Context: an optimization exercise on an open-source flow, tuned for small area and few clock cycles per item. The choices shown serve that exercise and are no tape-out recipe. Function was checked by simulation only, so behaviour that the tests miss may differ from the original. No activity file was given, so power comes from the tool's default toggle rates.

File: design/flow/constraint.sdc
create_clock -name core_clock -period 5.0 [get_ports {clk}]
set_input_delay 1.0000 -clock core_clock [delete_from_list [all_inputs] [get_ports {clk}]]
set_output_delay 1.0000 -clock core_clock [all_outputs]
set_load 0.01 [all_outputs]
File: design/flow/config.mk
export PLATFORM = sky130hd
export DESIGN_NAME = positional_insert_erase_list
export DESIGN_NICKNAME = positional_insert_erase_list
export VERILOG_FILES = /design/flow/design.v
export SDC_FILE = /design/flow/constraint.sdc
export NUM_CORES = 4
export LEC_CHECK = 0
export CAP_MARGIN = 20
export CORE_MARGIN = 2
export CORE_UTILIZATION = 40
export SLEW_MARGIN = 20
File: design/flow/design.v
package plie_pkg;
  localparam int WordW  = 32;
  localparam int PosW   = 6;
  localparam int OpW    = 3;
  localparam int StatW  = 2;
  typedef enum logic [OpW-1:0] {
    OP_APPEND = 3'd0,
    OP_REMOVE = 3'd1,
    OP_INSERT = 3'd2,
    OP_ERASE  = 3'd3,
    OP_READ   = 3'd4
  } op_t;
  typedef enum logic [StatW-1:0] {
    ST_OK    = 2'd0,
    ST_FULL  = 2'd1,
    ST_RANGE = 2'd2,
    ST_EMPTY = 2'd3
  } status_t;
  typedef enum logic [1:0] {
    CELL_HOLD  = 2'd0,
    CELL_LOAD  = 2'd1,   
    CELL_SHIFT = 2'd2    
  } cell_op_t;
  typedef struct packed {
    cell_op_t           op;
    logic [WordW-1:0]   value;
  } cell_cmd_t;
endpackage
module plie_cell #(
  parameter int INDEX = 0,
  parameter int PW    = 6
) (
  input  logic                          clk,
  input  plie_pkg::cell_cmd_t           cmd,
  input  logic [PW-1:0]                 pos,
  input  logic [plie_pkg::WordW-1:0]    left,
  input  logic [plie_pkg::WordW-1:0]    right,
  output logic [plie_pkg::WordW-1:0]    entry,
  output logic [plie_pkg::WordW-1:0]    rd_word
);
  localparam logic [PW-1:0] Idx = PW'(INDEX);
  always_ff @(posedge clk) begin
    unique case (cmd.op)
      plie_pkg::CELL_LOAD: begin
        if (Idx == pos) begin
          entry <= cmd.value;
        end else if (Idx > pos) begin
          entry <= left;
        end
      end
      plie_pkg::CELL_SHIFT: begin
        if (Idx >= pos) begin
          entry <= right;
        end
      end
      default: begin
      end
    endcase
  end
  assign rd_word = (Idx == pos) ? entry : '0;
endmodule
module positional_insert_erase_list #(
  parameter int CAPACITY = 32
) (
  input  logic        clk,
  input  logic        rst,
  input  logic        s_tvalid,
  output logic        s_tready,
  input  logic [39:0] s_tdata,    
  input  logic [2:0]  s_tuser,    
  output logic        m_tvalid,
  input  logic        m_tready,
  output logic [39:0] m_tdata,    
  output logic [1:0]  m_tuser     
);
  localparam int CW   = $clog2(CAPACITY + 1);
  localparam int CMPW = (CW > plie_pkg::PosW) ? CW : plie_pkg::PosW;
  localparam logic [CMPW-1:0] Cap = CMPW'(CAPACITY);
  logic [CW-1:0]               cnt;
  logic [CW-1:0]               cnt_next;
  logic [CMPW-1:0]             cnt_ext;
  logic [CMPW-1:0]             pos_ext;
  logic [CMPW-1:0]             cell_pos;
  logic                        s_acc;
  logic                        full;
  logic                        empty;
  plie_pkg::op_t               op;
  plie_pkg::status_t           status_next;
  plie_pkg::cell_cmd_t         cmd;
  logic                        rd_sel;
  logic [plie_pkg::WordW-1:0]  rd_any;
  logic [plie_pkg::WordW-1:0]  in_value;
  logic [plie_pkg::WordW-1:0]  entry   [CAPACITY];
  logic [plie_pkg::WordW-1:0]  rd_word [CAPACITY];
  logic [plie_pkg::WordW-1:0]  read_word;
  logic [CMPW-1:0]             out_cnt;
  plie_pkg::status_t           status;
  assign s_acc    = s_tvalid && s_tready;
  assign s_tready = !m_tvalid || m_tready;
  assign op       = plie_pkg::op_t'(s_tuser);
  assign in_value = s_tdata[37:6];
  assign pos_ext  = CMPW'(s_tdata[5:0]);
  assign cnt_ext  = CMPW'(cnt);
  assign full     = (cnt_ext >= Cap);
  assign empty    = (cnt == '0);
  always_comb begin
    cmd.op      = plie_pkg::CELL_HOLD;
    cmd.value   = in_value;
    cell_pos    = pos_ext;
    cnt_next    = cnt;
    status_next = plie_pkg::ST_OK;
    rd_sel      = 1'b0;
    unique case (op)
      plie_pkg::OP_APPEND: begin
        cell_pos = cnt_ext;
        if (full) begin
          status_next = plie_pkg::ST_FULL;
        end else begin
          cmd.op   = plie_pkg::CELL_LOAD;
          cnt_next = cnt + CW'(1);
        end
      end
      plie_pkg::OP_REMOVE: begin
        if (empty) begin
          status_next = plie_pkg::ST_EMPTY;
        end else begin
          cnt_next = cnt - CW'(1);
        end
      end
      plie_pkg::OP_INSERT: begin
        if (pos_ext > cnt_ext) begin
          status_next = plie_pkg::ST_RANGE;
        end else if (full) begin
          status_next = plie_pkg::ST_FULL;
        end else begin
          cmd.op   = plie_pkg::CELL_LOAD;
          cnt_next = cnt + CW'(1);
        end
      end
      plie_pkg::OP_ERASE: begin
        if (empty) begin
          status_next = plie_pkg::ST_EMPTY;
        end else if (pos_ext >= cnt_ext) begin
          status_next = plie_pkg::ST_RANGE;
        end else begin
          cmd.op   = plie_pkg::CELL_SHIFT;
          cnt_next = cnt - CW'(1);
        end
      end
      plie_pkg::OP_READ: begin
        if (empty) begin
          status_next = plie_pkg::ST_EMPTY;
        end else if (pos_ext >= cnt_ext) begin
          status_next = plie_pkg::ST_RANGE;
        end else begin
          rd_sel = 1'b1;
        end
      end
      default: begin
      end
    endcase
    if (!s_acc) begin
      cmd.op = plie_pkg::CELL_HOLD;
    end
  end
  for (genvar i = 0; i < CAPACITY; i++) begin : g_cell
    logic [plie_pkg::WordW-1:0] left;
    logic [plie_pkg::WordW-1:0] right;
    if (i == 0) begin : g_first
      assign left = '0;
    end else begin : g_mid_l
      assign left = entry[i-1];
    end
    if (i == CAPACITY - 1) begin : g_last
      assign right = '0;
    end else begin : g_mid_r
      assign right = entry[i+1];
    end
    plie_cell #(
      .INDEX (i),
      .PW    (CMPW)
    ) u_cell (
      .clk     (clk),
      .cmd     (cmd),
      .pos     (cell_pos),
      .left    (left),
      .right   (right),
      .entry   (entry[i]),
      .rd_word (rd_word[i])
    );
  end
  always_comb begin
    rd_any = '0;
    for (int i = 0; i < CAPACITY; i++) begin
      rd_any = rd_any | rd_word[i];
    end
  end
  always_ff @(posedge clk) begin
    if (rst) begin
      cnt      <= '0;
      m_tvalid <= 1'b0;
    end else begin
      if (s_acc) begin
        cnt      <= cnt_next;
        m_tvalid <= 1'b1;
      end else if (m_tready) begin
        m_tvalid <= 1'b0;
      end
    end
  end
  always_ff @(posedge clk) begin
    if (s_acc) begin
      read_word <= rd_sel ? rd_any : '0;
      out_cnt   <= CMPW'(cnt_next);
      status    <= status_next;
    end
  end
  assign m_tdata = {2'b00, out_cnt[5:0], read_word};
  assign m_tuser = status;
endmodule
File: design/flow/run.sh
#!/bin/bash
# synth_recipe.tcl (not shown) runs the flow's synth.tcl, then flattens the netlist and writes it again
# the make line also repeats each setting of config.mk as NAME=value (left out here)
make -C /OpenROAD-flow-scripts/flow DESIGN_CONFIG=/design/flow/config.mk WORK_HOME=/design/flow/orfs CLKGATE_MAP_FILE= SYNTH_SCRIPT=/design/flow/synth_recipe.tcl finish
==> run summary <==
power by group:
part           switching (mW)  internal (mW)  total (mW)
clock network            4.02           4.88        8.90
registers               0.163           10.0        10.2
logic                    1.08          0.487        1.57
total                    5.26           15.4        20.7
placed cells by master (no fill, tap or decap), types with 11 or more instances in the layout:
cell	instances
a211oi_1	12
a21oi_1	70
a221oi_1	54
a222oi_1	70
a22o_1	54
a22oi_1	304
a31oi_1	29
buf_12	125
buf_2	22
buf_4	298
clkbuf_1	29
clkbuf_16	122
clkdlybuf4s50_1	64
clkinv_1	25
clkinv_2	22
diode_2	13
edfxtp_1	1064
inv_1	25
mux2i_1	965
nand2_1	1183
nand2b_1	12
nand3_1	40
nand4_1	39
nor2_1	70
nor3_1	48
o21ai_0	966
o21ai_1	57
o21ai_4	15
o22ai_4	20
or2_4	11
through the flow:
step,hold slack (ns),setup slack [ns]
after CTS,0.5376,0.8331
after detailed placement,0.5296,0.06717
after floorplan,0.5251,-0.6308
after global placement,0.5037,0.03151
after global routing,0.5528,0.5671
final,0.5349,0.6891
flip-flops by register name (all words and copies together), names as in the netlist:
name / flops
g_cell.u_cell.entry: 1024
read_word: 32
cnt: 6
out_cnt: 6
status: 2
m_tvalid: 1
worst max-delay path, stage by stage:
cell and delay, ns:
clkdlybuf4s50_1 0.45, buf_4 0.20, or4_1 0.58, nor3_2 0.91, or2_4 0.59, buf_12 0.30
a222oi_1 0.15, o21ai_0 0.12, nor2_1 0.07, a31oi_1 0.43
synth_stat cells, types with 49 or more instances:
| master | number | area (um2) |
|---|---|---|
| edfxtp_1 | 1064 | 31950 |
| o21ai_1 | 57 | 285.3 |
| o21ai_0 | 980 | 4905 |
| mux2i_1 | 966 | 9669 |
| nor2_1 | 80 | 300.3 |
| a221oi_1 | 54 | 473.0 |
| buf_2 | 118 | 590.6 |
| nor3_1 | 49 | 245.2 |
| a22oi_1 | 304 | 2282 |
| a22o_1 | 54 | 473.0 |
| clkbuf_1 | 322 | 1209 |
| a21oi_1 | 73 | 365.4 |
| a222oi_1 | 70 | 700.7 |
| nand2_1 | 1185 | 4448 |
| buf_4 | 62 | 465.5 |
| buf_6 | 54 | 608.1 |
cells by family (layout without fill, tap and decap cells):
family	Yosys count	after routing	synth area share [%]
buffers and inverters	599	759	4.928
AND/OR/NAND/NOR	1496	1496	10.09
other	1	15	0.006058
AO/OA/AOI/OAI	1727	1727	17.20
adder cells (fa/ha/maj)	11	11	0.2224
multiplexers	969	969	15.68
flip-flops	1071	1071	51.85
XOR/XNOR	2	2	0.02831
how the worst min path moves through the flow:
stage / start / to / slack (ns) / cells past startpoint
after floorplan: g_cell[17].u_cell.entry[8]$_DFFE_PP_ / g_cell[16].u_cell.entry[8]$_DFFE_PP_ / 0.53 / 2
after global placement: m_tvalid$_SDFFE_PP0P_ / m_tvalid$_SDFFE_PP0P_ / 0.50 / 2
after detailed placement: m_tvalid$_SDFFE_PP0P_ / m_tvalid$_SDFFE_PP0P_ / 0.53 / 2
after CTS: m_tvalid$_SDFFE_PP0P_ / m_tvalid$_SDFFE_PP0P_ / 0.54 / 2
after global routing: m_tvalid$_SDFFE_PP0P_ / m_tvalid$_SDFFE_PP0P_ / 0.55 / 2
final: m_tvalid$_SDFFE_PP0P_ / m_tvalid$_SDFFE_PP0P_ / 0.53 / 2
routing by layer:
layer | part of all wire, % | GRT usage, % | vias up
li1 | - | - | 22320
met1 | 38 | 46.86 | 26110
met2 | 42 | 50.03 | 4070
met3 | 13 | 7.970 | 912
met4 | 6.8 | 20.46 | 24
met5 | 0.059 | 0.1211 | -
final cells by class:
| class | count | area share [%] |
|---|---|---|
| Sequential cell | 1071 | 44.91 |
| Multi-Input combinational cell | 4207 | 38.27 |
| Timing Repair Buffer | 510 | 7.704 |
| Clock buffer | 151 | 4.425 |
| Tap cell | 2044 | 3.579 |
| Clock inverter | 67 | 0.8930 |
| Inverter | 31 | 0.1733 |
| Antenna cell | 13 | 0.04552 |
==> impl_metrics.tcl <==
set metrics [dict create \
    status "finished clean" \
    synth.avg_cell_area_um2 10.53 \
    peakVddDrop_mv 0.3094 \
    synthCells 5876 \
    r2r_cells 15 \
    stdcell_area_um2 71460 \
    clock_path_buffers 3 \
    fp.coreArea_um2 153900 \
    ant_nets 0 \
    place_area_um2 67680 \
    rr_endpoint "g_cell[13].u_cell.entry[25]$_DFFE_PP_" \
    worst_setup_path_start_kind "primary input" \
    critPathMaxFanout 20 \
    drt_wl_total_mm 280.1 \
    clock.fmax_ghz 0.2320 \
    setup_violations 0 \
    multi_input_area_um2 27350 \
    finalNonFillerCells 8094 \
    clk_latency_ns 0.83 \
    drt_iter0_markers 10150 \
    crit_end "read_word[18]$_SDFFCE_PN0P_" \
    power_density_nw_per_um2 289.4 \
    ys_seq_elements 1071 \
    nets 6000 \
    p_leak_nw 21.37 \
    synth_flop_cell "edfxtp_1" \
    cts.sinks 1071 \
    period_share_pct 86.22 \
    fp.dieW_um 397.4 \
    htree_levels 3 \
    worst_slew_pin_slew_ns 1.209 \
    grt_pass1_vias 49180 \
    total_power_mw 20.68 \
    drive_gt1_share_pct 11.91 \
    path_class "in -> reg" \
    antenna_found_initial 23 \
    crit_start "s_tdata[5]" \
    r2r_setup_slack_ns 0.82 \
    critPathRequiredTime_ns 5.53 \
    via_per_inst 6.602 \
    finalHoldViolations 0 \
    yosysSeqAreaShare_pct 51.85 \
    gp_congestion 0.9830 \
    grt_max_degree 281 \
    maxCapViolations 0 \
    post-place-cells 7863 \
    cts_setup_buffers 0 \
    slew_headroom_pct 19.42 \
    vias 53430 \
    synth_cell_types 82 \
    port_buffers 86 \
    drtPass1Iterations 7 \
    setup_tns_ns 0 \
    rsz0062_at_grt "false" \
    worstSetupEndpointType "flip-flop" \
    hold_buffers 0 \
    fin_crit_ns 4.311 \
    r2r_start "cnt[2]$_SDFFE_PP0P_" \
    start_util_pct 40.23 \
    cts_made_buffers 121 \
    regArea_um2 32090 \
    skew_ns 0.1003 \
    cts_tree "yes" \
    overflow 0 \
    die_y_um 397.4 \
    synthArstFlopShare_pct 0 \
    synth_edf_count 1064 \
    syn_area_um2 61900 \
    hp-class "reg -> reg" \
    postLayoutCoreUtil_pct 46.44 \
    root_buffer "clkbuf_16" \
    drv_slew 0 \
    nFillCells 14430 \
    num_rows 144 \
    grtUsageTotal_pct 34.48 \
    ios 91 \
    syn2layout_area_growth_pct 15.45 \
    wire_per_inst_um 34.61 \
    fp.dieArea_um2 157900 \
    drcViolationCount 0 \
    ctsResizeCount 0 \
    ys_warn_count 35 \
    crit_arrival_ns 4.84 \
    place_hpwl_mm 180.6 \
    grt_pass1_wl_mm 385.8 \
    cts.reportedPaths.clkPinSlew_ns 0.06 \
]
Testbench counts, summed over its fixed seeds: cycles 6,408, items 6,400.

==> what the ideal ports hide <==
No port has a modelled driver above. Below, the same layout with a new extraction and two added sets of constraints. Step 1, drivers: a clkbuf_16 drives clk and a buf_2 each remaining input, both assumed. Step 2 moves the port delays by t, midway between the first and last clock arrival at a register: inputs arrive t later, outputs are due t later. That takes back most of the time a late clock gives input paths. a / b / c = ideal ports / drivers / drivers and shift; a / b = the first two.
t (ns): 0.864
setup slack, ns: 0.689 / 0.743 / -0.120
hold slack, ns: 0.535 / 0.535 / 0.535
Met with ideal ports but missed after step 2: setup timing in this run. For this run, drivers alone change the setup slack by +0.054 ns; drivers and shift together by -0.809 ns.
